This design comes from an exercise in tuning for small area, a short achievable clock period and few clock cycles per item on the open sky130 flow, not from production work.
The RTL was checked by simulation tests, not by an equivalence proof against the original design.
Power and IR drop assume default switching activity.

File: flow/config.mk
export PLATFORM = sky130hd
export DESIGN_NAME = route_table_move_to_front
export DESIGN_NICKNAME = route_table_move_to_front
export VERILOG_FILES = /design/flow/design.v
export SDC_FILE = /design/flow/constraint.sdc
export NUM_CORES = 4
export LEC_CHECK = 0
export ABC_CLOCK_PERIOD_IN_PS = 3000
export CAP_MARGIN = 20
export CORE_MARGIN = 2
export CORE_UTILIZATION = 30
export CTS_CLUSTER_DIAMETER = 80
export CTS_CLUSTER_SIZE = 30
export PLACE_DENSITY = 0.45
export SETUP_SLACK_MARGIN = 4.5
export SLEW_MARGIN = 20
export TNS_END_PERCENT = 5
File: flow/constraint.sdc
create_clock -name core_clock -period 8.0 [get_ports {clock}]
set_input_delay 1.6000 -clock core_clock [delete_from_list [all_inputs] [get_ports {clock}]]
set_output_delay 1.6000 -clock core_clock [all_outputs]
set_load 0.01 [all_outputs]
File: flow/design.v
`default_nettype none
package rtmf_pkg;
   typedef enum logic [1:0] {
      OP_SET  = 2'd0,
      OP_DEL  = 2'd1,
      OP_LOOK = 2'd2,
      OP_NONE = 2'd3
   } op_type;
   typedef enum logic [1:0] {
      STATUS_OK   = 2'd0,
      STATUS_MISS = 2'd1,
      STATUS_FULL = 2'd2
   } status_type;
   typedef struct packed {
      logic [31:0] net;
      logic [31:0] mask;
      logic [31:0] hop_addr;
      logic [15:0] hop_port;
   } entry_type;
   typedef struct packed {
      op_type      op;
      logic [31:0] dest_addr;
      logic [5:0]  pfx_len;
      logic [31:0] hop_addr;
      logic [15:0] hop_port;
   } req_type;
   typedef struct packed {
      logic        valid;
      status_type  status;
      logic [31:0] hop_addr;
      logic [15:0] hop_port;
   } res_type;
   function automatic logic [31:0] make_mask(input logic [5:0] plen);
      logic [5:0] n;
      begin
         n = (plen > 6'd32) ? 6'd32 : plen;
         make_mask = ~(32'hFFFF_FFFF >> n);
      end
   endfunction
endpackage
`default_nettype wire
`default_nettype none
module route_table_move_to_front #(
   parameter int ENTRIES = 32
) (
   input  wire logic          clock,
   input  wire logic          reset,
   input  wire logic          req_tvalid,
   output logic               req_tready,
   input  wire logic [87:0]   req_tdata,
   input  wire logic [1:0]    req_tuser,    
   output logic               rsp_tvalid,
   input  wire logic          rsp_tready,
   output logic [47:0]        rsp_tdata,
   output logic [1:0]         rsp_tuser     
);
   localparam int N  = ENTRIES;
   localparam int EW = 86;
   logic               r_v, c_v, w_v;
   logic               q0_v, q1_v, q2_v;
   logic               go, mv, c_free;
   logic               room;
   logic               pop;
   assign go         = c_v && room;
   assign c_free     = !c_v || go;
   assign mv         = r_v && c_free;
   assign req_tready = !r_v || !c_v || room;
   always_ff @(posedge clock) begin
      logic [2:0] n;
      n = 3'(q0_v) + 3'(q1_v) + 3'(q2_v) + 3'(w_v) + 3'(go) - 3'(pop);
      if (reset) begin
         room <= 1'b1;
      end else begin
         room <= (n <= 3'd2);
      end
   end
   logic [1:0]         r_op;
   logic [31:0]        r_addr;
   logic [5:0]         r_plen;
   logic [47:0]        r_hop;
   logic [5:0]         req_plen_c;
   logic               r_look;
   assign req_plen_c = (req_tdata[37] && (req_tdata[36:32] != 5'd0)) ? 6'd32
                                                                      : req_tdata[37:32];
   assign r_look     = (r_op == rtmf_pkg::OP_LOOK);
   always_ff @(posedge clock) begin
      if (reset) begin
         r_v <= 1'b0;
      end else if (req_tready) begin
         r_v <= req_tvalid;
      end
      if (req_tready && req_tvalid) begin
         r_op   <= req_tuser;
         r_addr <= req_tdata[31:0];
         r_plen <= req_plen_c;
         r_hop  <= req_tdata[85:38];
      end
   end
   logic [N-1:0][EW-1:0] ent;
   logic [N-1:0]         vld_q;          
   logic [N:0]           vld;            
   assign vld = {1'b0, vld_q};
   logic               c_set, c_del, c_look;
   logic [31:0]        c_addr;
   logic [5:0]         c_plen;
   logic [47:0]        c_hop;
   logic [N-1:0]       c_h;              
   logic               c_fix;            
   logic               c_fs;             
   logic               w_look, w_set, w_lookhit;
   logic               w_swap, w_del, w_app;    
   logic [N-1:0]       w_pos;            
   logic [N-1:0]       w_sel;            
   logic [N-1:0]       w_wr;             
   logic [1:0]         w_st;
   logic [EW-1:0]      w_new;            
   logic [N-1:0]       rm, rx, rh, rh1;
   logic               rmv;
   logic [31:0]        w_mask, c_mask;
   logic               po, pc;           
   genvar e;
   generate
      for (e = 0; e < N; e++) begin : g_cmp
         logic [31:0] net_e, mask_e;
         logic [5:0]  plen_e;
         assign net_e  = ent[e][85:54];
         assign plen_e = ent[e][53:48];
         assign mask_e = rtmf_pkg::make_mask(plen_e);
         assign rm[e]  = (((r_addr ^ net_e) & mask_e) == 32'd0);
         assign rx[e]  = rm[e] && (plen_e == r_plen);
         assign rh[e]  = r_look ? rm[e] : rx[e];
      end
   endgenerate
   assign w_mask = rtmf_pkg::make_mask(w_new[53:48]);
   assign c_mask = rtmf_pkg::make_mask(c_plen);
   always_comb begin
      logic pm;
      pm = (((r_addr ^ w_new[85:54]) & w_mask) == 32'd0);
      po = r_look ? pm : (pm && (r_plen == w_new[53:48]));
      pm = (((r_addr ^ c_addr) & c_mask) == 32'd0);
      pc = r_look ? pm : (pm && (r_plen == c_plen));
   end
   assign rmv = |(rh & w_sel);
   generate
      for (e = 0; e < N; e++) begin : g_fix_c
         if (e == 0) begin : g_0
            assign rh1[e] = (w_swap || (w_del && w_pos[e])) ? rmv
                          : ((w_app && w_pos[e]) ? po : rh[e]);
         end else begin : g_n
            assign rh1[e] = (w_swap && w_pos[e]) ? rh[0]
                          : ((w_del && w_pos[e]) ? rmv
                          : ((w_app && w_pos[e]) ? po : rh[e]));
         end
      end
   endgenerate
   logic [N-1:0]       h_cor;
   logic               cmv;
   logic [N-1:0]       hit_v, first, last, app, wr;
   logic               hit, full;
   logic               do_swap, do_del, do_app;
   logic [1:0]         res_st;
   assign cmv = |(c_h & w_sel);
   generate
      for (e = 0; e < N; e++) begin : g_fix_d
         if (e == 0) begin : g_0
            assign h_cor[e] = (c_fix && (w_swap || (w_del && w_pos[e]))) ? cmv
                            : ((c_fix && w_app && w_pos[e]) ? c_fs : c_h[e]);
         end else begin : g_n
            assign h_cor[e] = (c_fix && w_swap && w_pos[e]) ? c_h[0]
                            : ((c_fix && w_del && w_pos[e]) ? cmv
                            : ((c_fix && w_app && w_pos[e]) ? c_fs : c_h[e]));
         end
      end
   endgenerate
   assign full = vld_q[N-1];
   generate
      for (e = 0; e < N; e++) begin : g_hit
         assign hit_v[e] = vld[e] && h_cor[e];
         assign last[e]  = vld[e] && !vld[e+1];
         if (e == 0) begin : g_first0
            assign first[e] = hit_v[e];
            assign app[e]   = !vld[e];
            assign wr[e]    = (c_look && hit) || ((c_del || c_set) && first[e])
                              || (c_set && app[e]);
         end else begin : g_firstn
            assign first[e] = hit_v[e] && (hit_v[e-1:0] == '0);
            assign app[e]   = vld[e-1] && !vld[e];
            assign wr[e]    = first[e] || (c_set && app[e]);
         end
      end
   endgenerate
   assign hit     = |hit_v;
   assign do_swap = c_look && hit && !first[0];
   assign do_del  = c_del && hit;
   assign do_app  = c_set && !hit && !full;
   always_comb begin
      res_st = rtmf_pkg::STATUS_MISS;
      if ((c_look || c_del || c_set) && hit) begin
         res_st = rtmf_pkg::STATUS_OK;
      end else if (c_set) begin
         res_st = full ? rtmf_pkg::STATUS_FULL : rtmf_pkg::STATUS_OK;
      end
   end
   always_ff @(posedge clock) begin
      if (reset) begin
         vld_q <= '0;
      end else if (go && do_app) begin
         vld_q <= {vld_q[N-2:0], 1'b1};
      end else if (go && do_del) begin
         vld_q <= {1'b0, vld_q[N-1:1]};
      end
   end
   always_ff @(posedge clock) begin
      if (reset) begin
         c_v <= 1'b0;
      end else if (c_free) begin
         c_v <= r_v;
      end
      if (mv) begin
         c_set  <= (r_op == rtmf_pkg::OP_SET);
         c_del  <= (r_op == rtmf_pkg::OP_DEL);
         c_look <= r_look;
         c_addr <= r_addr;
         c_plen <= r_plen;
         c_hop  <= r_hop;
         c_h    <= rh1;
         c_fix  <= go;
         c_fs   <= pc;
      end else begin
         c_h    <= h_cor;
         c_fix  <= 1'b0;
      end
   end
   always_ff @(posedge clock) begin
      if (reset) begin
         w_v    <= 1'b0;
         w_wr   <= '0;
         w_swap <= 1'b0;
         w_del  <= 1'b0;
         w_app  <= 1'b0;
      end else begin
         w_v    <= go;
         w_wr   <= go ? wr : '0;
         w_swap <= go && do_swap;
         w_del  <= go && do_del;
         w_app  <= go && do_app;
      end
      if (go) begin
         w_look    <= c_look;
         w_set     <= c_set;
         w_lookhit <= c_look && hit;
         w_pos     <= c_set ? app : first;
         w_sel     <= c_del ? last : first;
         w_st      <= res_st;
         w_new     <= {c_addr & c_mask, c_plen, c_hop};
      end
   end
   logic [EW-1:0]      sel_ent, bus_n, bus_0;
   logic [49:0]        res;
   always_comb begin
      sel_ent = '0;
      for (int i = 0; i < N; i++) begin
         sel_ent = sel_ent | (ent[i] & {EW{w_sel[i]}});
      end
   end
   assign bus_n = w_look ? ent[0] : (w_set ? w_new : sel_ent);
   assign bus_0 = w_look ? sel_ent : bus_n;
   generate
      for (e = 0; e < N; e++) begin : g_wr
         always_ff @(posedge clock) begin
            if (w_wr[e]) begin
               ent[e] <= (e == 0) ? bus_0 : bus_n;
            end
         end
      end
   endgenerate
   assign res = {w_st, sel_ent[47:0] & {48{w_lookhit}}};
   logic [49:0] q0_d, q1_d, q2_d;
   assign pop = q0_v && rsp_tready;
   always_ff @(posedge clock) begin
      if (reset) begin
         q0_v <= 1'b0;
         q1_v <= 1'b0;
         q2_v <= 1'b0;
      end else if (pop || !q0_v) begin
         q0_v <= q1_v || w_v;
         q1_v <= q2_v || (q1_v && w_v);
         q2_v <= q2_v && w_v;
      end else begin
         q1_v <= q1_v || w_v;
         q2_v <= q2_v || (q1_v && w_v);
      end
      if (pop || !q0_v) begin
         q0_d <= q1_v ? q1_d : res;
         q1_d <= q2_v ? q2_d : res;
         q2_d <= res;
      end else begin
         if (!q1_v) begin
            q1_d <= res;
         end
         if (!q2_v) begin
            q2_d <= res;
         end
      end
   end
   assign rsp_tvalid = q0_v;
   assign rsp_tuser  = q0_d[49:48];
   assign rsp_tdata  = q0_d[47:0];
endmodule
`default_nettype wire
File: flow/run.sh
#!/bin/bash
# synth_recipe.tcl (not shown) runs the flow's synth.tcl, then flattens the netlist and writes it again
# the make line also repeats each setting of config.mk as NAME=value (left out here)
make -C /OpenROAD-flow-scripts/flow DESIGN_CONFIG=/design/flow/config.mk WORK_HOME=/design/flow/orfs CLKGATE_MAP_FILE= SYNTH_SCRIPT=/design/flow/synth_recipe.tcl finish
==> results of run 1 <==
==> stage by stage <==
| stage | util, % | power, mW |
|---|---|---|
| 2_1_floorplan | - | 21.0 |
| 6_report | 35.7 | 36.8 |
| 4_1_cts | 35.3 | 36.7 |
| 5_1_grt | 35.7 | 37.4 |
| 3_3_place_gp | 32.5 | 22.7 |
| 3_5_place_dp | 32.6 | 22.7 |
==> cell families (layout without fill, tap and decap cells) <==
logic type                 count (synthesis)  after routing  synth area share [%]
other                                      1            139               0.00249
buffers and inverters                    994           1619                  2.64
xor gates and xnor gates                1296           1296                  7.54
and+or+nand+nor                         2051           2051                  7.04
DFF                                     3342           3342                  65.3
AOI/OAI and AO/OA                       3198           3199                  14.7
muxes                                    359            359                  2.55
adders and majority gates                 21             21                 0.160
==> repair_timing <==
item / in CTS / in global routing
setup buffers: 211 / 74
setup endpoints to repair: 3027 / 3056
resized for setup: 487 / 192
pin swaps: 92 / 44
hold buffers: 0 / 0
gates cloned: 28 / 11
==> cells in the mapped netlist, types with 76 or more instances <==
master | instances | area, sq um
a211oi_1 | 77 | 578
a21oi_1 | 452 | 2260
a221oi_1 | 194 | 1700
a22o_1 | 189 | 1660
a22oi_1 | 1071 | 8040
a31oi_1 | 84 | 526
buf_1 | 125 | 469
buf_2 | 136 | 681
clkbuf_1 | 613 | 2300
dfxtp_1 | 207 | 4140
edfxtp_1 | 3135 | 94100
inv_1 | 107 | 402
mux2_2 | 189 | 2130
mux2i_1 | 170 | 1700
nand2_1 | 544 | 2040
nand3_1 | 276 | 1380
nand4_1 | 242 | 1510
nor2_1 | 294 | 1100
nor2b_1 | 76 | 475
nor3_1 | 118 | 591
nor4_1 | 114 | 713
o21ai_0 | 592 | 2960
o22ai_1 | 82 | 513
or4_1 | 110 | 826
xnor2_1 | 708 | 6200
xor2_1 | 588 | 5150
==> state kept, by name (all words and copies together) (netlist names), 48 cells and up <==
register,count
q1_d,50
q2_d,50
w_new,86
ent,2752
c_hop,48
r_hop,48
q0_d,50
==> final cells by class <==
| cell class | instances | share of cell area, % |
|---|---|---|
| inverters | 112 | 0.253 |
| diodes | 138 | 0.193 |
| multi-input cells | 6927 | 28.6 |
| clock buffers | 243 | 3.27 |
| well taps | 6681 | 4.68 |
| flip-flops and latches | 3342 | 55.0 |
| repair buffers | 1083 | 6.53 |
| clock inverters | 181 | 1.46 |
==> final timing paths <==
check | startpoint | depth (start not counted) | endpoint
max | w_sel[19] | 9 | ent[1713]
max reg2reg | w_sel[19] | 9 | ent[1713]
min | c_hop[42] | 0 | w_new[42]
min reg2reg | c_hop[42] | 0 | w_new[42]
==> report_power, final <==
group / leakage [nW] / switching (mW) / total, mW / internal, mW
sequential: 30.0 / 0.183 / 19.4 / 19.2
combinational: 23.4 / 2.50 / 3.48 / 0.981
clock: 4.03 / 7.90 / 14.0 / 6.07
==> metal layers <==
layer | track usage, % | vias to the layer above
met2 | 57.0 | 10100
met3 | 14.1 | 2436
met5 | 0.217 | -
met4 | 29.1 | 32
li1 | - | 45100
met1 | 49.7 | 65400
==> results by group, run 1 <==
Power and ir drop
  • Max VDD drop: 189 uV
  • Pleak: 57.4 nW
  • P per Cell Area: 206 nW/um^2

STA
  • Final setup vio count: 0
  • Fin. max-slew vios: 1
  • Max Clk Rate: 202 MHz
  • RSZ-0062 raised after global routing: yes
  • Hold Slack: 0.420 ns
  • Slew HR: -0.991%
  • Final Cycle Share: 62.0%
  • Skew final: 0.0939 ns
  • Final hold vios: 0
  • Setup ws final: 3.04 ns
  • Setup TNS Final: 0 ns
  • Minimum clock period: 4.96 ns
  • Slew @ Worst Pin: 1.51 ns

Clocking
  • Sinks on the clock net: 3342
  • CTS tree: yes
  • Clock-pin slew on the worst setup and hold paths: 0.10 ns
  • CTS H-tree lvls: 4
  • CTS root buf: clkbuf_16
  • CTS Buffer Depth: 4
  • Clk latency of the worst-skew pair: 1.07 ns
  • Clock buffer count from CTS: 229

Detailed routing
  • Drt wl/cell: 56.2 um
  • TritonRoute pass-1 iters: 7
  • Vias per cell: 6.58
  • Metal3 WL: 125 mm
  • Via count: 123000
  • Met2 routed WL: 435 mm
  • Top routing layer in use: met5
  • Initial DRC count: 22200
  • M1 WL: 396 mm
  • Number of remaining DRC errors: 0
  • Wirelength, routed: 1050 mm
  • Antenna viol nets, final: 0

Logic synthesis
  • Synthesis Warnings: 1
  • Synth Cell Area: 150000 sq um
  • EDFF count, synth: 3135
  • Gate Count Post-Synth: 11300
  • Number of synthesized register bits: 3342
  • Ys flop type: edfxtp_1
  • Sequential fraction of the synthesis area: 65.3%
  • FFs w/ async S/R, synth: 0%
  • Yosys cell types: 96
  • Syn avg cell area: 13.4 sq um
  • Synth Net Count: 11400

Critical path
  • CP Max Fanout: 38
  • Worst R2R Setup Slack: 3.04 ns
  • Worst path slowest cell: or4_1
  • Crit path kind: reg -> reg
  • Worst path buffer plus inverter count: 3
  • Worst EP required: 8.56 ns
  • Slowest stage delay, CP: 1.01 ns
  • Startpoint Class: register
  • CP Capture Type: register
  • Cell Chain, Critical Path: buf_12 > a22o_1 > a221oi_1 > buf_2 > nand3_1 > or4_1 > mux2i_1 > o21ai_2 > buf_6
  • CP Data Arrival Time: 5.52 ns
  • CP delay by family, top: simple AND/OR/NAND/NOR gates

Final layout
  • Cell Count, Final, Fillers Out: 18700
  • Sequential Area: 98400 sq um
  • Commonest non-fill, non-tap cell in the layout: edfxtp_1
  • Area of the multi-input gates: 51100 sq um
  • Fraction of layout cells with a size suffix above 1: 17.1%
  • Area added between synthesis and finish: 18.8%
  • Final net count: 11800
  • Fillcell total: 48500
  • Fin area: 179000 sq um
  • Most frequent cells in the layout: 3135 x edfxtp_1, 1033 x a22oi_1, 659 x xnor2_1, 656 x buf_4, 544 x xor2_1

Place
  • Pre-CTS setup slack: 2.07 ns
  • Input/output buffers: 143
  • Placed cell count: 17800
  • DP Area: 163000 sq um
  • GP Congestion: 1.14
  • HPWL after DPL: 694 mm

GRT
  • Initial antenna violation count: 167
  • Largest net degree at the start of global routing: 97
  • First-pass GRT wire length: 1300 mm
  • Total grt overflow: 0
  • Vias in the first global route: 109000
  • All-Layer GR Usage: 39.9%

Job
  • Max-cap violations: 0

Die
  • Vert. Die Dim: 712 um
  • Die area: 507000 sq um
  • Initial Util: 30.1%
  • Core box area: 500000 sq um
  • Row cnt: 260
  • Die Wd: 712 um
  • Ports: 146

Hold path
  • Worst hold-check path type: reg -> reg

Status
  • Fail Reasons: slew limit
  • Status: failed layout checks
Testbench counts, summed over its fixed seeds: cycles 5,840, items 5,808.
==> inputs of run 2 (changes only) <==
--- a/flow/config.mk
+++ b/flow/config.mk
@@ -7,9 +7,9 @@
 export LEC_CHECK = 0
-export ABC_CLOCK_PERIOD_IN_PS = 3000
+export ABC_AREA = 1
 export CAP_MARGIN = 20
 export CORE_MARGIN = 2
-export CORE_UTILIZATION = 30
+export CORE_UTILIZATION = 55
 export CTS_CLUSTER_DIAMETER = 80
 export CTS_CLUSTER_SIZE = 30
-export PLACE_DENSITY = 0.45
+export PLACE_DENSITY = 0.7
 export SETUP_SLACK_MARGIN = 4.5
==> run 2 against run 1 <==
  * Worst hold slack better by 0.0016 ns
  * Sequential power barely moved
  * Critical path depth is the same
  * Utilization rose by 27 points
  * Now clean on timing, DRC and antenna
  * Sequential cell count did not move
  * Fmax up 9.8%
  * Sequential share of layout area is 0.87 points higher
  * Largest cell class unchanged
  * Wire length is 25% lower
  * Global-route usage up 12 points
  * Clock skew shrank 0.0030 ns
  * Combinational power decreased by 22%
==> results by group, run 2 <==
Status
  • Status: finished clean

STA
  • Minimum clock period: 4.52 ns
  • Final setup vio count: 0
  • Final Cycle Share: 56.5%
  • RSZ-0062 raised after global routing: yes
  • Max Clk Rate: 221 MHz
  • Skew final: 0.0909 ns
  • Setup TNS Final: 0 ns
  • Fin. max-slew vios: 0
  • Slew HR: 10.1%
  • Slew @ Worst Pin: 1.35 ns
  • Final hold vios: 0

Die
  • Die area: 289000 sq um
  • Die Wd: 538 um
  • Ports: 146
  • Row cnt: 195
  • Initial Util: 55.4%
  • Core box area: 283000 sq um
  • Vert. Die Dim: 538 um

Logic synthesis
  • Largest cells by area after synthesis: edfxtp_1 60%, nand2_1 10%, xor2_1 3.4%
  • Ys flop type: edfxtp_1
  • Number of synthesized register bits: 3342
  • Area share of the largest cell type after synthesis: 60.1%
  • Yosys cell types: 71
  • Sequential fraction of the synthesis area: 62.7%
  • Syn avg cell area: 10.2 sq um
  • Most frequent cell after synthesis: nand2_1
  • Area leader, netlist: edfxtp_1
  • Gate Count Post-Synth: 15300
  • EDFF count, synth: 3135
  • Synthesis Warnings: 1
  • Post-synth top cells: 4382 x nand2_1, 3135 x edfxtp_1, 974 x o21ai_0
  • FFs w/ async S/R, synth: 0%
  • Synth Cell Area: 157000 sq um
  • Synth Net Count: 15400

Critical path
  • Startpoint Class: register
  • Most common cell on crit path: nand4_1
  • Worst path slowest cell: a21oi_2
  • CP Capture Type: register
  • Cell Chain, Critical Path: buf_12 > a21oi_2 > nand4_1 > a211oi_1 > nand4_1 > buf_4 > o21ai_1 > o21ai_4 > buf_6
  • Slowest stage delay, CP: 0.60 ns
  • Worst path buffer plus inverter count: 3
  • CP Max Fanout: 52
  • CP Data Arrival Time: 5.04 ns
  • CP delay by family, top: compound AO/OA/AOI/OAI gates
  • Worst EP required: 8.52 ns
  • Crit path kind: reg -> reg

Detailed routing
  • Wirelength, routed: 784 mm
  • Drt wl/cell: 40.1 um
  • Initial DRC count: 27700
  • Antenna viol nets, final: 0
  • Via count: 135000
  • TritonRoute pass-1 iters: 10
  • Vias per cell: 6.89
  • Number of remaining DRC errors: 0

GRT
  • Vias in the first global route: 119000
  • Largest net degree at the start of global routing: 126
  • All-Layer GR Usage: 52.3%
  • Total grt overflow: 0
  • First-pass GRT wire length: 1020 mm
  • Initial antenna violation count: 109

Clocking
  • Sinks on the clock net: 3342
  • Clk latency of the worst-skew pair: 1.00 ns
  • Clock-pin slew on the worst setup and hold paths: 0.11 ns
  • CTS tree: yes
  • CTS H-tree lvls: 4
  • CTS root buf: clkbuf_16
  • Clock buffer count from CTS: 172
  • CTS Buffer Depth: 4

Place
  • Placed cell count: 18800
  • DP Area: 164000 sq um
  • GP Congestion: 1.12
  • HPWL after DPL: 503 mm
  • Input/output buffers: 143

Final layout
  • Commonest non-fill, non-tap cell in the layout: nand2_1
  • Area of the multi-input gates: 53600 sq um
  • Cell Count, Final, Fillers Out: 19600
  • Most flops, register: ent
  • Sequential Area: 98400 sq um
  • Fillcell total: 23300
  • Top flop regs: ent: 2752 flops, w_new: 86 flops
  • Area added between synthesis and finish: 12.3%
  • Largest register FFs: 2752
  • Fraction of layout cells with a size suffix above 1: 9.81%
  • Fin area: 176000 sq um
  • Final net count: 15700
  • Most frequent cells in the layout: 4336 x nand2_1, 3135 x edfxtp_1, 921 x nand3_1, 910 x inv_1, 894 x o21ai_0

Power and ir drop
  • Sw Share: 26.0%
  • Switch Pwr: 8.51 mW
  • Comb pwr share: 8.3%
  • Max VDD drop: 292 uV
  • Pleak: 65.1 nW
  • P per Cell Area: 186 nW/um^2
  • Clk pwr share: 33.0%
  • P_int: 24.2 mW
  • Sequential share of power: 58.7%

Job
  • Max-cap violations: 0

Hold path
  • Worst hold-check path type: reg -> reg
run 2: cell count changes after synthesis, sizes merged, moves of 389 or more:
cell   previous run  this run
a22oi          1075        11
o21ai           592      1006
inv             108       969
nand3           277       961
xnor2           708       319
nand2           546      4393
nor2            294       952
run 2: through the flow:
step	total power, mW	worst slack (ns)	util [%]	hold slack, ns
6_report	32.8	3.48	62.2	0.422
5_1_grt	33.1	3.95	62.2	0.431
4_1_cts	32.2	3.93	60.6	0.426
3_5_place_dp	21.9	2.57	57.8	0.405
3_3_place_gp	21.9	2.27	57.8	0.401
2_1_floorplan	20.7	3.95	-	0.400
run 2: cells by family after synthesis:
logic type / synth area share (%)
AO/OA/AOI/OAI: 9.07
XOR/XNOR: 5.17
adder cells (fa/ha/maj): 0.0383
buffers and inverters: 4.51
flip-flops: 62.7
multiplexers: 0.0128
other: 0.00239
AND/OR/NAND/NOR: 18.5
run 2: worst register-to-register path, delay by kind of cell (launching register included):
family,cells,cell delay [ns]
buf+inv,3,0.72
compound gates,4,2.02
flops,1,0.42
simple gates,2,0.70
run 2: worst paths after layout:
kind | from | endpoint | slack (ns) | cells after the start
max reg2reg | w_sel[21] | ent[1461] | 3.48 | 9
max | w_sel[21] | ent[1461] | 3.48 | 9
min reg2reg | r_hop[35] | c_hop[35] | 0.42 | 0
min | r_hop[35] | c_hop[35] | 0.42 | 0
run 2: metal layers:
metal / part of all wire (%) / vias up / global-route usage (%) / wire length (um)
met2: 40 / 13200 / 72.6 / 316000
met5: 0.037 / - / 0 / 290
met3: 16 / 3581 / 18.9 / 123000
met4: 13 / 32 / 52.1 / 98500
met1: 31 / 64100 / 61.8 / 246000
li1: - / 53900 / - / -
run 2: final cells by class:
cell class                      instances  share of cell area (%)
Sequential cell                      3342                    55.9
Multi-Input combinational cell      10200                    30.4
Timing Repair Buffer                  892                    5.28
Tap cell                             3743                    2.66
Clock buffer                          194                    2.56
Inverter                              993                    2.31
Clock inverter                         85                   0.655
Antenna cell                          123                   0.175
Timing Repair inverter                  1                 0.00640
run 2: power groups by stage:
stage	clock [mW]	combinational, mW	sequential [mW]
after CTS	10.6	2.34	19.2
final	10.8	2.73	19.2
after global routing	11.2	2.69	19.2
after detailed placement	0	2.25	19.6
after floorplan	0	1.08	19.6
after global placement	0	2.24	19.6
run 2: repair_timing:
action / in CTS / in global routing
pin swaps: 51 / 55
gates cloned: 14 / 20
resized for setup: 262 / 496
endpoints found under the setup margin: 2968 / 2876
hold buffers: 0 / 0
buffers inserted: 88 / 233
==> inputs of run 3 (changes only) <==
--- a/flow/design.v
+++ b/flow/design.v
@@ -59,2 +59,4 @@
    logic               r_v, c_v, w_v;
+   logic               w_rd;             
+   logic               push;             
    logic               q0_v, q1_v, q2_v;
@@ -63,9 +65,10 @@
    logic               pop;
-   assign go         = c_v && room;
+   assign go         = c_v && room && !w_rd;
    assign c_free     = !c_v || go;
    assign mv         = r_v && c_free;
-   assign req_tready = !r_v || !c_v || room;
+   assign req_tready = !r_v || !c_v || (room && !w_rd);
+   assign push       = w_v && !w_rd;
    always_ff @(posedge clock) begin
       logic [2:0] n;
-      n = 3'(q0_v) + 3'(q1_v) + 3'(q2_v) + 3'(w_v) + 3'(go) - 3'(pop);
+      n = 3'(q0_v) + 3'(q1_v) + 3'(q2_v) + 3'(push) + 3'(go || w_rd) - 3'(pop);
       if (reset) begin
@@ -111,3 +114,2 @@
    logic               w_swap, w_del, w_app;    
-   logic [N-1:0]       w_pos;            
    logic [N-1:0]       w_sel;            
@@ -116,2 +118,3 @@
    logic [EW-1:0]      w_new;            
+   logic [EW-1:0]      sel_ent, bus_n, bus_0;
    logic [N-1:0]       rm, rx, rh, rh1;
@@ -146,8 +149,8 @@
          if (e == 0) begin : g_0
-            assign rh1[e] = (w_swap || (w_del && w_pos[e])) ? rmv
-                          : ((w_app && w_pos[e]) ? po : rh[e]);
+            assign rh1[e] = (w_swap || (w_del && w_wr[e])) ? rmv
+                          : ((w_app && w_wr[e]) ? po : rh[e]);
          end else begin : g_n
-            assign rh1[e] = (w_swap && w_pos[e]) ? rh[0]
-                          : ((w_del && w_pos[e]) ? rmv
-                          : ((w_app && w_pos[e]) ? po : rh[e]));
+            assign rh1[e] = (w_swap && w_wr[e]) ? rh[0]
+                          : ((w_del && w_wr[e]) ? rmv
+                          : ((w_app && w_wr[e]) ? po : rh[e]));
          end
@@ -165,8 +168,8 @@
          if (e == 0) begin : g_0
-            assign h_cor[e] = (c_fix && (w_swap || (w_del && w_pos[e]))) ? cmv
-                            : ((c_fix && w_app && w_pos[e]) ? c_fs : c_h[e]);
+            assign h_cor[e] = (c_fix && (w_swap || (w_del && w_wr[e]))) ? cmv
+                            : ((c_fix && w_app && w_wr[e]) ? c_fs : c_h[e]);
          end else begin : g_n
-            assign h_cor[e] = (c_fix && w_swap && w_pos[e]) ? c_h[0]
-                            : ((c_fix && w_del && w_pos[e]) ? cmv
-                            : ((c_fix && w_app && w_pos[e]) ? c_fs : c_h[e]));
+            assign h_cor[e] = (c_fix && w_swap && w_wr[e]) ? c_h[0]
+                            : ((c_fix && w_del && w_wr[e]) ? cmv
+                            : ((c_fix && w_app && w_wr[e]) ? c_fs : c_h[e]));
          end
@@ -187,3 +190,4 @@
             assign app[e]   = vld[e-1] && !vld[e];
-            assign wr[e]    = first[e] || (c_set && app[e]);
+            assign wr[e]    = ((c_look || c_del || c_set) && first[e])
+                              || (c_set && app[e]);
          end
@@ -236,2 +240,3 @@
          w_v    <= 1'b0;
+         w_rd   <= 1'b0;
          w_wr   <= '0;
@@ -240,4 +245,5 @@
          w_app  <= 1'b0;
-      end else begin
+      end else if (!w_rd) begin
          w_v    <= go;
+         w_rd   <= go && do_del;
          w_wr   <= go ? wr : '0;
@@ -246,4 +252,6 @@
          w_app  <= go && do_app;
+      end else begin
+         w_rd   <= 1'b0;
       end
-      if (go) begin
+      if (!w_rd) begin
          w_look    <= c_look;
@@ -251,3 +259,2 @@
          w_lookhit <= c_look && hit;
-         w_pos     <= c_set ? app : first;
          w_sel     <= c_del ? last : first;
@@ -255,5 +262,6 @@
          w_new     <= {c_addr & c_mask, c_plen, c_hop};
+      end else begin
+         w_new     <= sel_ent;
       end
    end
-   logic [EW-1:0]      sel_ent, bus_n, bus_0;
    logic [49:0]        res;
@@ -265,4 +273,4 @@
    end
-   assign bus_n = w_look ? ent[0] : (w_set ? w_new : sel_ent);
-   assign bus_0 = w_look ? sel_ent : bus_n;
+   assign bus_n = w_look ? ent[0] : w_new;
+   assign bus_0 = w_look ? sel_ent : w_new;
    generate
@@ -270,3 +278,3 @@
          always_ff @(posedge clock) begin
-            if (w_wr[e]) begin
+            if (w_wr[e] && !w_rd) begin
                ent[e] <= (e == 0) ? bus_0 : bus_n;
@@ -285,8 +293,8 @@
       end else if (pop || !q0_v) begin
-         q0_v <= q1_v || w_v;
-         q1_v <= q2_v || (q1_v && w_v);
-         q2_v <= q2_v && w_v;
+         q0_v <= q1_v || push;
+         q1_v <= q2_v || (q1_v && push);
+         q2_v <= q2_v && push;
       end else begin
-         q1_v <= q1_v || w_v;
-         q2_v <= q2_v || (q1_v && w_v);
+         q1_v <= q1_v || push;
+         q2_v <= q2_v || (q1_v && push);
       end
--- a/flow/config.mk
+++ b/flow/config.mk
@@ -8,3 +8,3 @@
 export ABC_AREA = 1
-export CAP_MARGIN = 20
+export CAP_MARGIN = 40
 export CORE_MARGIN = 2
@@ -15,3 +15,3 @@
 export SETUP_SLACK_MARGIN = 4.5
-export SLEW_MARGIN = 20
-export TNS_END_PERCENT = 5
+export SLEW_MARGIN = 40
+export TNS_END_PERCENT = 30
==> run 3 against run 2 <==
  * Non-clock buffer count fell by 11
  * Die area fell by 1.4%
  * Largest power group unchanged
  * Setup slack better by 0.37 ns
  * Cell count shrank 0.57%
==> results by group, run 3 <==
Critical path
  • Crit path kind: reg -> reg
  • Startpoint Class: register
  • CP Data Arrival Time: 4.88 ns
  • CP delay by family, top: simple AND/OR/NAND/NOR gates
  • Cell Chain, Critical Path: buf_6 > buf_16 > clkinv_1 > o21ai_0 > a21oi_1 > nand3_1 > nor4_2 > nand4_1 > nand2_1 > nand2_1
  • Slowest stage delay, CP: 0.89 ns
  • CP Max Fanout: 9
  • CP Capture Type: register
  • Most common cell on crit path: nand2_1
  • Worst EP required: 8.73 ns
  • Worst path slowest cell: nor4_2
  • Worst path buffer plus inverter count: 3

Logic synthesis
  • Gate Count Post-Synth: 15200
  • EDFF count, synth: 3016
  • Yosys cell types: 68
  • Area share of the largest cell type after synthesis: 58.6%
  • Most frequent cell after synthesis: nand2_1
  • Ys flop type: edfxtp_1
  • Synthesis Warnings: 1
  • Synth Net Count: 15300
  • Area leader, netlist: edfxtp_1
  • FFs w/ async S/R, synth: 0%
  • Syn avg cell area: 10.1 sq um
  • Post-synth top cells: 4571 x nand2_1, 3016 x edfxtp_1, 994 x o21ai_0
  • Largest cells by area after synthesis: edfxtp_1 59%, nand2_1 11%, dfxtp_1 3.8%
  • Synth Cell Area: 155000 sq um
  • Number of synthesized register bits: 3310
  • Sequential fraction of the synthesis area: 62.4%

Power and ir drop
  • Pleak: 64.3 nW
  • P per Cell Area: 190 nW/um^2
  • Max VDD drop: 267 uV

Clocking
  • CTS Buffer Depth: 4
  • Hold_buf cts: 0
  • Clock-pin slew on the worst setup and hold paths: 0.11 ns
  • CTS H-tree lvls: 4
  • Sinks on the clock net: 3310
  • Clk latency of the worst-skew pair: 1.01 ns
  • Clock buffer count from CTS: 172
  • CTS root buf: clkbuf_16
  • CTS tree: yes

Place
  • GP Congestion: 1.14
  • DP Area: 163000 sq um
  • Input/output buffers: 143
  • HPWL after DPL: 456 mm

Detailed routing
  • Initial DRC count: 28000
  • Drt wl/cell: 37.9 um
  • Number of remaining DRC errors: 0
  • Via count: 134000
  • Wirelength, routed: 738 mm
  • Antenna viol nets, final: 0
  • TritonRoute pass-1 iters: 10
  • Vias per cell: 6.87

STA
  • Setup TNS Final: 0 ns
  • Minimum clock period: 4.15 ns
  • RSZ-0062 raised after global routing: yes
  • Slew HR: 26.2%
  • Final Cycle Share: 51.9%
  • Final setup vio count: 0
  • Skew final: 0.0826 ns
  • Slew @ Worst Pin: 1.11 ns
  • Final hold vios: 0
  • Max Clk Rate: 241 MHz
  • Fin. max-slew vios: 0

Final layout
  • Area added between synthesis and finish: 13.2%
  • Commonest non-fill, non-tap cell in the layout: nand2_1
  • Most frequent cells in the layout: 4497 x nand2_1, 3016 x edfxtp_1, 914 x o21ai_0, 861 x nand3_1, 817 x inv_1
  • Largest register FFs: 2752
  • Most flops, register: ent
  • Final net count: 15600
  • Fin area: 175000 sq um
  • Fraction of layout cells with a size suffix above 1: 9.82%
  • Top flop regs: ent: 2752 flops, w_new: 86 flops

GRT
  • Total grt overflow: 0
  • Largest net degree at the start of global routing: 96
  • Vias in the first global route: 118000
  • Initial antenna violation count: 88
  • All-Layer GR Usage: 49.5%
  • First-pass GRT wire length: 966 mm

Job
  • Max-cap violations: 0

Die
  • Core box area: 279000 sq um
  • Initial Util: 55.3%
  • Vert. Die Dim: 534 um
  • Die Wd: 534 um
  • Row cnt: 194
  • Die area: 285000 sq um
  • Ports: 146

Status
  • Status: finished clean

Hold path
  • Worst hold-check path type: reg -> reg
## run 3: cell types whose count changed in the layout (fill, tap and decap cells not counted), moves of 30 or more
cell / change
nor2_1: -90
diode_2: -32
edfxtp_1: -119
buf_4: -83
nand2_1: +161
inv_1: -93
dfxtp_4: -30
xor2_1: +43
nand3_1: -60
a21oi_1: -101
dfxtp_1: +117
## run 3: what timing repair did
action / 4_1_cts / 5_1_grt
resized for setup: 278 / 321
buffers inserted: 127 / 145
cloned: 19 / 23
setup endpoints to repair: 510 / 726
pin swaps: 61 / 80
## run 3: path summary, 6_finish.rpt
path	from	end	slack (ns)	cells past startpoint
max	w_sel[31]	ent[74]	3.85	10
max reg2reg	w_sel[31]	ent[74]	3.85	10
min reg2reg	r_hop[27]	c_hop[27]	0.39	0
min	r_hop[27]	c_hop[27]	0.39	0
## run 3: area by class of cell
type	count	area (sq um)
clock inverter	95	1320
fill	22700	104000
tap	3724	4660
inverter	889	3610
multi-input combinational	10300	54200
clock buffer	218	4720
timing repair inverter	1	8.76
timing repair buffer	881	9780
sequential	3310	96500
antenna	91	228
## run 3: report_power, final
part | switching, mW | internal, mW
logic | 2.34 | 0.763
registers | 0.0811 | 19.0
clock network | 6.40 | 4.65
## run 3: metrics by stage
stage          utilization (%)  hold slack, ns  power (mW)  cells  worst slack (ns)
5_1_grt                   62.6           0.409        33.6  19400              4.16
2_1_floorplan                -           0.400        20.6  15200              3.18
6_report                  62.6           0.386        33.2  19500              3.85
3_5_place_dp              58.2           0.405        22.0  18700              3.08
3_3_place_gp              57.9           0.405        22.0  18700              2.55
4_1_cts                   61.4           0.397        32.7  19200              4.17
## run 3: cells by family after synthesis
| family | after synthesis | share of synthesized area, % |
|---|---|---|
| xor+xnor | 950 | 5.38 |
| fa+ha+maj | 4 | 0.0470 |
| flops | 3310 | 62.4 |
| buf+inv | 1680 | 4.25 |
| compound gates | 2311 | 9.16 |
| mux | 2 | 0.0130 |
| simple gates | 6973 | 18.7 |
## run 3: per-layer routing
metal  track usage (%)  routed length [um]  vias up
met4              44.2               87800       38
met2              68.4              293000    13200
met3              18.9              124000     3363
met5             0.583                 571        -
li1                  -                   -    53700
met1              60.2              234000    63500
Testbench counts of run 3, summed over its fixed seeds: cycles 6,053, items 5,808.
==> inputs of run 4 (changes only) <==
--- a/flow/design.v
+++ b/flow/design.v
@@ -63,2 +63,3 @@
    logic               go, mv, c_free;
+   logic               rdy;
    logic               room;
@@ -68,3 +69,2 @@
    assign mv         = r_v && c_free;
-   assign req_tready = !r_v || !c_v || (room && !w_rd);
    assign push       = w_v && !w_rd;
@@ -164,3 +164,11 @@
    logic [1:0]         res_st;
-   assign cmv = |(c_h & w_sel);
+   logic [N-1:0]       mod, base, po_b, gt;
+   logic               ins0, ins_hi, insv0, vi_ins;
+   assign cmv    = |(c_h & w_sel);
+   assign mod    = (c_fix && (w_swap || w_del || w_app)) ? w_wr : '0;
+   assign ins0   = (w_swap || w_del) ? cmv : c_fs;
+   assign ins_hi = w_swap ? c_h[0] : (w_del ? cmv : c_fs);
+   assign base   = vld_q & c_h & ~mod;
+   assign insv0  = vld_q[0] && mod[0] && ins0;
+   assign vi_ins = (|(mod[N-1:1] & vld_q[N-1:1])) && ins_hi;
    generate
@@ -168,8 +176,13 @@
          if (e == 0) begin : g_0
-            assign h_cor[e] = (c_fix && (w_swap || (w_del && w_wr[e]))) ? cmv
-                            : ((c_fix && w_app && w_wr[e]) ? c_fs : c_h[e]);
+            assign h_cor[e] = mod[e] ? ins0 : c_h[e];
+            assign po_b[e]  = 1'b0;
+            assign gt[e]    = 1'b0;
          end else begin : g_n
-            assign h_cor[e] = (c_fix && w_swap && w_wr[e]) ? c_h[0]
-                            : ((c_fix && w_del && w_wr[e]) ? cmv
-                            : ((c_fix && w_app && w_wr[e]) ? c_fs : c_h[e]));
+            assign h_cor[e] = mod[e] ? ins_hi : c_h[e];
+            assign po_b[e]  = |base[e-1:0];
+            if (e == 1) begin : g_gt1
+               assign gt[e] = 1'b0;
+            end else begin : g_gtn
+               assign gt[e] = |mod[e-1:1];
+            end
          end
@@ -188,3 +201,3 @@
          end else begin : g_firstn
-            assign first[e] = hit_v[e] && (hit_v[e-1:0] == '0);
+            assign first[e] = hit_v[e] && !po_b[e] && !insv0 && !(gt[e] && vi_ins);
             assign app[e]   = vld[e-1] && !vld[e];
@@ -195,3 +208,3 @@
    endgenerate
-   assign hit     = |hit_v;
+   assign hit     = (|base) || insv0 || vi_ins;
    assign do_swap = c_look && hit && !first[0];
@@ -316,2 +329,17 @@
    assign rsp_tdata  = q0_d[47:0];
+   always_ff @(posedge clock) begin
+      logic r_v_n, c_v_n, w_rd_n, room_n;
+      logic [2:0] n;
+      n      = 3'(q0_v) + 3'(q1_v) + 3'(q2_v) + 3'(push) + 3'(go || w_rd) - 3'(pop);
+      r_v_n  = rdy ? req_tvalid : r_v;
+      c_v_n  = c_free ? r_v : c_v;
+      w_rd_n = !w_rd && go && do_del;
+      room_n = (n <= 3'd2);
+      if (reset) begin
+         rdy <= 1'b1;
+      end else begin
+         rdy <= !r_v_n || !c_v_n || (room_n && !w_rd_n);
+      end
+   end
+   assign req_tready = rdy;
 endmodule
--- a/flow/config.mk
+++ b/flow/config.mk
@@ -11,4 +11,2 @@
 export CORE_UTILIZATION = 55
-export CTS_CLUSTER_DIAMETER = 80
-export CTS_CLUSTER_SIZE = 30
 export PLACE_DENSITY = 0.7
==> run 4 against run 3 <==
  * Still clean
  * Sequential power is essentially flat
  * Global-route usage up 1.2 points
  * Synthesized cell count up 1.3%
  * Non-clock buffer count fell by 104
  * Sequential share of layout area fell by 1.5 points
  * Via count grew 0.44%
  * Cell count increased by 2.3%
  * Utilization increased by 1.7 points
  * Design area grew 2.7%
  * Power grew 16%
  * Clock power is about 50% higher
  * Combinational power fell by 11%
  * Highest routed layer unchanged
==> results by group, run 4 <==
Critical path
  • Crit path kind: reg -> reg
  • CP Data Arrival Time: 4.69 ns
  • CP Max Fanout: 29
  • CP Capture Type: register
  • Worst EP required: 8.73 ns
  • Cells on worst reg2reg path: 8
  • Startpoint Class: register

Final layout
  • Largest register FFs: 2752
  • Top flop regs: ent: 2752 flops, w_new: 86 flops
  • Fillcell total: 22400
  • Fin area: 180000 sq um
  • Most frequent cells in the layout: 4786 x nand2_1, 3016 x edfxtp_1, 945 x inv_1, 919 x o21ai_0, 862 x nand3_1
  • Area added between synthesis and finish: 16.1%
  • Cell Count, Final, Fillers Out: 19900
  • Final net count: 15900
  • Commonest non-fill, non-tap cell in the layout: nand2_1
  • Fraction of layout cells with a size suffix above 1: 9.95%
  • Utilization after layout: 64.3%
  • Most flops, register: ent

Logic synthesis
  • Gate Count Post-Synth: 15400
  • Area leader, netlist: edfxtp_1
  • Largest cells by area after synthesis: edfxtp_1 59%, nand2_1 12%, dfxtp_1 3.8%
  • Number of synthesized register bits: 3311
  • EDFF count, synth: 3016
  • Syn avg cell area: 10.0 sq um
  • Sequential fraction of the synthesis area: 62.3%
  • Ys flop type: edfxtp_1
  • Most frequent cell after synthesis: nand2_1
  • Synth Cell Area: 155000 sq um
  • Yosys cell types: 61
  • Area share of the largest cell type after synthesis: 58.5%
  • FFs w/ async S/R, synth: 0%
  • Synth Net Count: 15500
  • Synthesis Warnings: 1
  • Post-synth top cells: 4824 x nand2_1, 3016 x edfxtp_1, 994 x o21ai_0

STA
  • Final Cycle Share: 49.5%
  • Skew final: 0.0616 ns
  • Final setup vio count: 0
  • RSZ-0062 raised after global routing: yes
  • Slew @ Worst Pin: 1.08 ns
  • Max Clk Rate: 252 MHz
  • Setup ws final: 4.04 ns
  • Final hold vios: 0
  • Setup TNS Final: 0 ns
  • Fin. max-slew vios: 0
  • Slew HR: 27.9%
  • Minimum clock period: 3.96 ns

Power and ir drop
  • Clk pwr share: 43.2%
  • Max VDD drop: 283 uV
  • Switch Pwr: 9.39 mW
  • Comb pwr share: 7.2%
  • Sw Share: 24.4%
  • Pleak: 67.4 nW
  • Sequential share of power: 49.6%
  • P_int: 29.1 mW
  • P per Cell Area: 214 nW/um^2

Place
  • Input/output buffers: 143
  • Pre-CTS setup slack: 3.07 ns
  • GP Congestion: 1.11
  • HPWL after DPL: 482 mm
  • DP Area: 163000 sq um
  • Placed cell count: 19000

Detailed routing
  • Wirelength, routed: 749 mm
  • Initial DRC count: 25300
  • Number of remaining DRC errors: 0
  • TritonRoute pass-1 iters: 9
  • Antenna viol nets, final: 0
  • Vias per cell: 6.75
  • Via count: 134000
  • Drt wl/cell: 37.6 um

Clocking
  • CTS tree: yes
  • Sinks on the clock net: 3311
  • Clk latency of the worst-skew pair: 0.99 ns
  • Clock-pin slew on the worst setup and hold paths: 0.06 ns
  • CTS H-tree lvls: 5
  • CTS root buf: clkbuf_16
  • CTS Buffer Depth: 4
  • Clock buffer count from CTS: 351
  • Hold_buf cts: 0

Die
  • Die Wd: 535 um
  • Ports: 146
  • Row cnt: 194
  • Vert. Die Dim: 535 um
  • Die area: 286000 sq um
  • Initial Util: 55.4%
  • Core box area: 280000 sq um

Status
  • Status: finished clean

Job
  • Max-cap violations: 0

Hold path
  • Worst hold-check path type: reg -> reg
  • Hold depth: 0

GRT
  • First-pass GRT wire length: 992 mm
  • All-Layer GR Usage: 50.8%
  • Largest net degree at the start of global routing: 109
  • Total grt overflow: 0
  • Initial antenna violation count: 83
  • Vias in the first global route: 121000
run 4: kinds of logic (layout without fill, tap and decap cells):
logic type,after synthesis,in the layout,synth area share (%)
AOI/OAI and AO/OA,2327,2327,9.29
xor gates and xnor gates,885,885,5.01
adders and majority gates,4,4,0.0469
buffers and inverters,1780,2436,4.45
DFF,3311,3311,62.3
muxes,2,2,0.0129
other,0,80,0
and+or+nand+nor,7122,7131,18.9
run 4: layout make-up:
cell class              count  area [sq um]  share of cell area, %
clock inverters           162          1710                  0.953
well taps                3724          4660                   2.59
multi-input cells       10300         54100                   30.1
clock buffers             485          9810                   5.46
inverters                1012          4000                   2.23
repair buffers            777          8750                   4.87
flip-flops and latches   3311         96500                   53.7
diodes                     80           200                  0.111
run 4: what timing repair did:
action | CTS | global route
pin swaps | 48 | 62
resized for setup | 256 | 268
hold endpoints to repair | 0 | 0
setup buffers | 78 | 81
endpoints found under the setup margin | 531 | 626
gates cloned | 15 | 19
run 4: power by group through the flow:
stage               sequential [mW]  combinational, mW  clock, mW
floorplan                      19.4               1.05          0
global placement               19.4               2.33          0
detailed placement             19.4               2.37          0
CTS                            19.1               2.49       16.5
global route                   19.1               2.71       17.2
finish                         19.1               2.77       16.6
run 4: critical path: stages (launching register included):
cell and delay, ns:
edfxtp_1 0.38, buf_6 0.23, buf_4 0.39, nand2_1 0.29, nand4_1 0.49, nor4_2 0.73
nand4_1 0.71, nand2_1 0.25, nand2_1 0.08
run 4: routing by layer:
metal	vias up	global-route usage (%)	routed length, um
met3	3134	16.5	117000
met5	-	0.616	351
met4	30	46.1	84500
li1	54400	-	-
met1	64000	62.8	245000
met2	12700	70.6	303000
run 4: through the flow:
step                hold WS, ns  total power, mW
global route              0.422             38.9
detailed placement        0.405             21.8
floorplan                 0.400             20.5
CTS                       0.417             38.1
finish                    0.415             38.5
global placement          0.402             21.8
run 4: worst paths after layout:
path | startpoint | to | slack, ns
min reg2reg | r_hop[33] | c_hop[33] | 0.41
min | r_hop[33] | c_hop[33] | 0.41
max reg2reg | w_sel[26] | ent[74] | 4.04
max | w_sel[26] | ent[74] | 4.04
Testbench counts of run 4, summed over its fixed seeds: cycles 6,053, items 5,808.
==> inputs of run 5 (changes only) <==
--- a/flow/config.mk
+++ b/flow/config.mk
@@ -11,2 +11,4 @@
 export CORE_UTILIZATION = 55
+export CTS_CLUSTER_DIAMETER = 60
+export CTS_CLUSTER_SIZE = 24
 export PLACE_DENSITY = 0.7
@@ -14,2 +16,2 @@
 export SLEW_MARGIN = 40
-export TNS_END_PERCENT = 30
+export TNS_END_PERCENT = 60
==> run 5 against run 4 <==
  * Worst hold slack improved by 0.0044 ns
  * First-iteration DRC count increased by 0.70%
  * Largest cell class unchanged
  * Clock power decreased by 19%
  * Die area unchanged
  * Non-clock buffer count increased by 58
  * Largest power group unchanged
  * Combinational power increased by 1%
  * Via count decreased by 0.36%
  * Global-route usage about the same
  * Cell count decreased by 0.55%
  * Design area decreased by 1.2%
  * Critical path depth increased by 4
==> results by group, run 5 <==
Critical path
  • Cell Chain, Critical Path: buf_12 > buf_16 > nand2_1 > o2111ai_1 > a221oi_1 > nand2_1 > a2111oi_2 > buf_4 > nand4_1 > buf_4 > nand2_1 > nand2_1
  • CP Capture Type: register
  • Worst path buffer plus inverter count: 4
  • Worst EP required: 8.73 ns
  • Worst path slowest cell: a221oi_1
  • CP delay by family, top: compound AO/OA/AOI/OAI gates
  • CP Max Fanout: 8
  • Most common cell on crit path: nand2_1
  • Crit path kind: reg -> reg
  • CP Data Arrival Time: 4.53 ns
  • Startpoint Class: register
  • Slowest stage delay, CP: 0.73 ns

Clocking
  • CTS Buffer Depth: 4
  • CTS root buf: clkbuf_16
  • Clock buffer count from CTS: 243
  • CTS H-tree lvls: 4
  • Clk latency of the worst-skew pair: 1.05 ns
  • Sinks on the clock net: 3311
  • Clock-pin slew on the worst setup and hold paths: 0.09 ns
  • CTS tree: yes

Die
  • Initial Util: 55.4%
  • Die Wd: 535 um
  • Row cnt: 194
  • Vert. Die Dim: 535 um
  • Ports: 146
  • Core box area: 280000 sq um
  • Die area: 286000 sq um

GRT
  • Total grt overflow: 0
  • Initial antenna violation count: 74
  • All-Layer GR Usage: 50.7%
  • Largest net degree at the start of global routing: 105
  • Vias in the first global route: 119000
  • First-pass GRT wire length: 985 mm

Final layout
  • Most frequent cells in the layout: 4769 x nand2_1, 3016 x edfxtp_1, 945 x inv_1, 909 x o21ai_0, 848 x nand3_1
  • Final net count: 15900
  • Area added between synthesis and finish: 14.7%
  • Fin area: 178000 sq um
  • Largest register FFs: 2752
  • Top flop regs: ent: 2752 flops, w_new: 86 flops
  • Commonest non-fill, non-tap cell in the layout: nand2_1
  • Fillcell total: 22700
  • Most flops, register: ent
  • Fraction of layout cells with a size suffix above 1: 10.1%

Logic synthesis
  • Area leader, netlist: edfxtp_1
  • Most frequent cell after synthesis: nand2_1
  • Largest cells by area after synthesis: edfxtp_1 59%, nand2_1 12%, dfxtp_1 3.8%
  • Synth Net Count: 15500
  • Sequential fraction of the synthesis area: 62.3%
  • Gate Count Post-Synth: 15400
  • Area share of the largest cell type after synthesis: 58.5%
  • FFs w/ async S/R, synth: 0%
  • Synthesis Warnings: 1
  • Synth Cell Area: 155000 sq um
  • Ys flop type: edfxtp_1
  • Post-synth top cells: 4824 x nand2_1, 3016 x edfxtp_1, 994 x o21ai_0
  • EDFF count, synth: 3016
  • Syn avg cell area: 10.0 sq um
  • Number of synthesized register bits: 3311
  • Yosys cell types: 61

Detailed routing
  • Wirelength, routed: 753 mm
  • Vias per cell: 6.76
  • Initial DRC count: 25400
  • Number of remaining DRC errors: 0
  • Via count: 134000
  • Antenna viol nets, final: 0
  • TritonRoute pass-1 iters: 8
  • Drt wl/cell: 38.1 um

STA
  • Skew final: 0.0771 ns
  • RSZ-0062 raised after global routing: yes
  • Slew @ Worst Pin: 1.14 ns
  • Minimum clock period: 3.80 ns
  • Final setup vio count: 0
  • Slew HR: 24.2%
  • Final hold vios: 0
  • Fin. max-slew vios: 0
  • Max Clk Rate: 263 MHz
  • Final Cycle Share: 47.5%
  • Setup TNS Final: 0 ns

Power and ir drop
  • Pleak: 66.7 nW
  • P per Cell Area: 199 nW/um^2
  • Max VDD drop: 240 uV
  • Comb pwr share: 8.0%
  • Sequential share of power: 53.8%
  • Clk pwr share: 38.2%
  • Sw Share: 26.3%
  • P_int: 26.1 mW
  • Switch Pwr: 9.30 mW

Hold path
  • Worst hold-check path type: reg -> reg

Job
  • Max-cap violations: 0

Place
  • Input/output buffers: 143
  • HPWL after DPL: 477 mm
  • GP Congestion: 1.09
  • DP Area: 163000 sq um

Status
  • Status: finished clean
run 5: logic make-up (layout without fill, tap and decap cells):
| family | Yosys count | in the layout | share of synthesized area (%) |
|---|---|---|---|
| AND/OR/NAND/NOR | 7122 | 7131 | 18.9 |
| flip-flops | 3311 | 3311 | 62.3 |
| AO/OA/AOI/OAI | 2327 | 2327 | 9.29 |
| buffers and inverters | 1780 | 2305 | 4.45 |
| XOR/XNOR | 885 | 885 | 5.01 |
| adder cells (fa/ha/maj) | 4 | 4 | 0.0469 |
| multiplexers | 2 | 2 | 0.0129 |
| other | 0 | 102 | 0 |
run 5: worst reg2reg max path: stages, from the launching register on:
cell and delay (ns):
edfxtp_1 0.48, buf_12 0.22, buf_16 0.26, nand2_1 0.09, o2111ai_1 0.35, a221oi_1 0.73, nand2_1 0.32, a2111oi_2 0.30
buf_4 0.27, nand4_1 0.13, buf_4 0.26, nand2_1 0.08, nand2_1 0.06
run 5: power by group through the flow:
stage | registers [mW] | logic, mW | clock network [mW]
final | 19.0 | 2.81 | 13.5
after global routing | 19.0 | 2.75 | 14.0
after CTS | 19.0 | 2.49 | 13.4
after detailed placement | 19.4 | 2.38 | 0
after global placement | 19.4 | 2.33 | 0
after floorplan | 19.4 | 1.05 | 0
run 5: per-stage QoR:
stage	power, mW	setup slack [ns]	utilization, %	hold slack, ns	std cells
after floorplan	20.5	4.13	-	0.400	15400
final	35.4	4.20	63.5	0.419	19800
after global routing	35.8	4.17	63.4	0.429	19700
after CTS	34.9	4.25	62.2	0.421	19500
after global placement	21.8	3.01	57.9	0.400	18900
after detailed placement	21.8	3.22	58.3	0.405	19000
run 5: metal layers:
layer	part of all wire (%)	wire, um	vias up	global-route usage, %
met4	11	81300	24	43.5
met1	33	249000	63800	63.1
met3	16	121000	3068	18.3
met2	40	302000	12500	70.1
li1	-	-	54300	-
met5	0.051	382	-	0
run 5: area by class of cell:
type / instances / area, sq um / area share [%]
sequential: 3311 / 96500 / 54.4
multi-input combinational: 10300 / 54200 / 30.5
timing repair buffer: 835 / 9370 / 5.28
clock buffer: 292 / 6450 / 3.63
tap: 3724 / 4660 / 2.62
inverter: 1012 / 4050 / 2.28
clock inverter: 165 / 2040 / 1.15
antenna: 102 / 255 / 0.144
timing repair inverter: 1 / 5.00 / 0.00282
run 5: final timing paths:
check | from | end | slack [ns] | cells after the start
worst max-delay path | w_sel[3] | ent[56] | 4.20 | 12
worst min-delay path | r_hop[8] | c_hop[8] | 0.42 | 0
worst max register to register | w_sel[3] | ent[56] | 4.20 | 12
worst min register to register | r_hop[8] | c_hop[8] | 0.42 | 0
run 5: repair_timing:
action,CTS,global route
gates cloned,18,24
pin swaps,36,99
buffers inserted,72,151
endpoints found under the setup margin,325,276
hold buffers,0,0
gates resized for setup,316,352
==> inputs of run 6 (changes only) <==
--- a/flow/config.mk
+++ b/flow/config.mk
@@ -14,4 +14,4 @@
 export PLACE_DENSITY = 0.7
-export SETUP_SLACK_MARGIN = 4.5
+export SETUP_SLACK_MARGIN = 4.8
 export SLEW_MARGIN = 40
-export TNS_END_PERCENT = 60
+export TNS_END_PERCENT = 30
==> run 6 against run 5 <==
  * Die area stayed put
  * Clock skew is 0.010 ns higher
  * Sequential cell count unchanged
  * Design area rose by 2.8%
  * Combinational power up 4%
  * Register-to-register slack better by 0.02 ns
  * Cell count up 0.73%
==> results by group, run 6 <==
Die
  • Die area: 286000 sq um
  • Ports: 146
  • Vert. Die Dim: 535 um
  • Die Wd: 535 um
  • Row cnt: 194
  • Core box area: 280000 sq um
  • Initial Util: 55.4%

Detailed routing
  • Initial DRC count: 26200
  • Number of remaining DRC errors: 0
  • Via count: 135000
  • Antenna viol nets, final: 0
  • Vias per cell: 6.78
  • TritonRoute pass-1 iters: 8
  • Drt wl/cell: 38.3 um
  • Wirelength, routed: 764 mm

Logic synthesis
  • Area leader, netlist: edfxtp_1
  • Most frequent cell after synthesis: nand2_1
  • EDFF count, synth: 3016
  • Largest cells by area after synthesis: edfxtp_1 59%, nand2_1 12%, dfxtp_1 3.8%
  • Yosys cell types: 61
  • FFs w/ async S/R, synth: 0%
  • Synth Cell Area: 155000 sq um
  • Ys flop type: edfxtp_1
  • Post-synth top cells: 4824 x nand2_1, 3016 x edfxtp_1, 994 x o21ai_0
  • Synthesis Warnings: 1
  • Syn avg cell area: 10.0 sq um
  • Number of synthesized register bits: 3311
  • Gate Count Post-Synth: 15400
  • Synth Net Count: 15500
  • Sequential fraction of the synthesis area: 62.3%
  • Area share of the largest cell type after synthesis: 58.5%

Clocking
  • CTS H-tree lvls: 4
  • Clock-pin slew on the worst setup and hold paths: 0.10 ns
  • CTS tree: yes
  • Sinks on the clock net: 3311
  • Clock buffer count from CTS: 235
  • Clk latency of the worst-skew pair: 1.02 ns
  • CTS root buf: clkbuf_16
  • CTS Buffer Depth: 4

GRT
  • First-pass GRT wire length: 1010 mm
  • Largest net degree at the start of global routing: 109
  • Vias in the first global route: 121000
  • Total grt overflow: 0
  • All-Layer GR Usage: 51.9%
  • Initial antenna violation count: 79

Final layout
  • Final net count: 16100
  • Most frequent cells in the layout: 4660 x nand2_1, 3016 x edfxtp_1, 930 x inv_1, 867 x o21ai_0, 774 x nand3_1
  • Utilization after layout: 65.3%
  • Top flop regs: ent: 2752 flops, w_new: 86 flops
  • Commonest non-fill, non-tap cell in the layout: nand2_1
  • Area added between synthesis and finish: 17.9%
  • Largest register FFs: 2752
  • Fillcell total: 22100
  • Most flops, register: ent
  • Fraction of layout cells with a size suffix above 1: 13.6%

STA
  • Slew HR: 11.8%
  • Setup TNS Final: 0 ns
  • Fin. max-slew vios: 0
  • Skew final: 0.0872 ns
  • Final hold vios: 0
  • RSZ-0062 raised after global routing: yes
  • Setup ws final: 4.22 ns
  • Final setup vio count: 0
  • Slew @ Worst Pin: 1.32 ns
  • Max Clk Rate: 265 MHz
  • Final Cycle Share: 47.2%
  • Minimum clock period: 3.78 ns

Place
  • GP Congestion: 1.11
  • HPWL after DPL: 482 mm
  • Input/output buffers: 143
  • Pre-CTS setup slack: 3.07 ns

Hold path
  • Worst hold-check path type: reg -> reg
  • Worst min-delay path startpoint: r_hop[41]

Job
  • Max-cap violations: 0

Critical path
  • Worst Setup SP: w_sel[0]
  • Reg2reg start: w_sel[0]
  • Startpoint Class: register
  • CP Data Arrival Time: 4.50 ns
  • Worst EP required: 8.72 ns
  • CP Capture Type: register
  • CP Max Fanout: 4
  • Crit path kind: reg -> reg

Power and ir drop
  • Max VDD drop: 287 uV
  • P per Cell Area: 194 nW/um^2
  • Pleak: 69.0 nW
  • Overall power: 35.4 mW

Status
  • Status: finished clean
[run 6: cell counts after synthesis]
Identical to the previous run, type by type.
[run 6: logic make-up (layout without fill, tap and decap cells)]
| group | count (synthesis) | count (layout) | share of synthesized area (%) |
|---|---|---|---|
| simple gates | 7122 | 7136 | 18.9 |
| fa+ha+maj | 4 | 4 | 0.0469 |
| mux | 2 | 2 | 0.0129 |
| flops | 3311 | 3311 | 62.3 |
| compound gates | 2327 | 2327 | 9.29 |
| other cells | 0 | 55 | 0 |
| buf+inv | 1780 | 2491 | 4.45 |
| xor+xnor | 885 | 885 | 5.01 |
[run 6: final cells by class]
class	instances	area, sq um	share of cell area [%]
antenna	55	138	0.0754
clock buffer	274	6150	3.37
clock inverter	165	2260	1.24
inverter	1012	4100	2.25
multi-input combinational	10400	56500	31.0
sequential	3311	96500	52.9
tap	3724	4660	2.55
timing repair buffer	1039	12200	6.67
timing repair inverter	1	8.76	0.00480
[run 6: metal layers]
metal / vias up / GRT usage [%] / part of all wire, %
li1: 54700 / - / -
met1: 64400 / 63.8 / 32
met2: 12800 / 70.8 / 40
met3: 3322 / 19.0 / 16
met4: 30 / 47.9 / 12
met5: - / 0 / 0.030
[run 6: worst paths after layout]
kind,end,slack [ns],depth (start not counted)
min,c_hop[41],0.43,0
max,ent[82],4.22,13
max reg2reg,ent[82],4.22,13
min reg2reg,c_hop[41],0.43,0
[run 6: repair_timing]
| action | in CTS | in global routing |
|---|---|---|
| buffers inserted | 245 | 155 |
| cloned | 50 | 14 |
| resized for setup | 824 | 586 |
| hold buffers | 0 | 0 |
| setup endpoints to repair | 982 | 639 |
| pin swaps | 144 | 195 |
[run 6: where the power goes]
| group | total (mW) | switching (mW) | leakage (nW) | internal [mW] |
|---|---|---|---|---|
| Clock | 13.5 | 7.16 | 4.05 | 6.31 |
| Sequential | 19.0 | 0.0776 | 30.0 | 19.0 |
| Combinational | 2.92 | 2.18 | 35.0 | 0.737 |
| Total | 35.4 | 9.42 | 69.0 | 26.0 |
[run 6: worst max-delay path, cell delays in order, from the launching register on]
cell and delay (ns):
edfxtp_1 0.44, buf_12 0.17, nand2_2 0.13, nand4_1 0.31, a21oi_4 0.31, nand4_1 0.17
a21oi_4 0.24, nand3_4 0.12, a21oi_4 0.27, nand4_1 0.50, a21oi_4 0.45, nand4_1 0.21
nand2_1 0.10, nand2_1 0.06
[run 6: through the flow]
| step | instance area (sq um) | std cells | hold slack [ns] |
|---|---|---|---|
| 6_report | 182000 | 19900 | 0.425 |
| 3_5_place_dp | 163000 | 19000 | 0.405 |
| 5_1_grt | 182000 | 19900 | 0.429 |
| 2_1_floorplan | 155000 | 15400 | 0.400 |
| 3_3_place_gp | 162000 | 18900 | 0.402 |
| 4_1_cts | 179000 | 19700 | 0.421 |

## afterwards: timing with drivers on the ports
Ports are ideal in the flow. The routed layouts listed here were re-timed in OpenROAD.
Step 1 assumes that a clkbuf_16 drives the clock port and a buf_2 every other input.
Step 2 also shifts input and output timing later by t, the mid clock arrival at the registers, as if the neighbouring blocks saw the same clock.
Three values: ideal, step 1, step 2; two values: the first two.
| run | t (ns) | setup WS [ns] | worst slew at a driven data input, ns | pins driven straight from the clock port |
|---|---|---|---|---|
| run 1 | 1.148 | 3.038 / 3.038 / 3.038 | 0.11 | 1 |
| run 2 | 1.069 | 3.480 / 3.480 / 3.229 | 0.18 | 1 |
| run 3 | 1.079 | 3.850 / 3.850 / 3.781 | 0.10 | 1 |
| run 4 | 1.081 | 4.038 / 4.038 / 3.608 | 0.17 | 1 |
| run 5 | 1.122 | 4.201 / 4.201 / 3.675 | 0.18 | 1 |
| run 6 | 1.098 | 4.223 / 4.223 / 4.016 | 0.16 | 1 |
For run 5, which loses most, drivers alone change the setup slack by 0.000 ns; drivers and shift together by -0.526 ns.
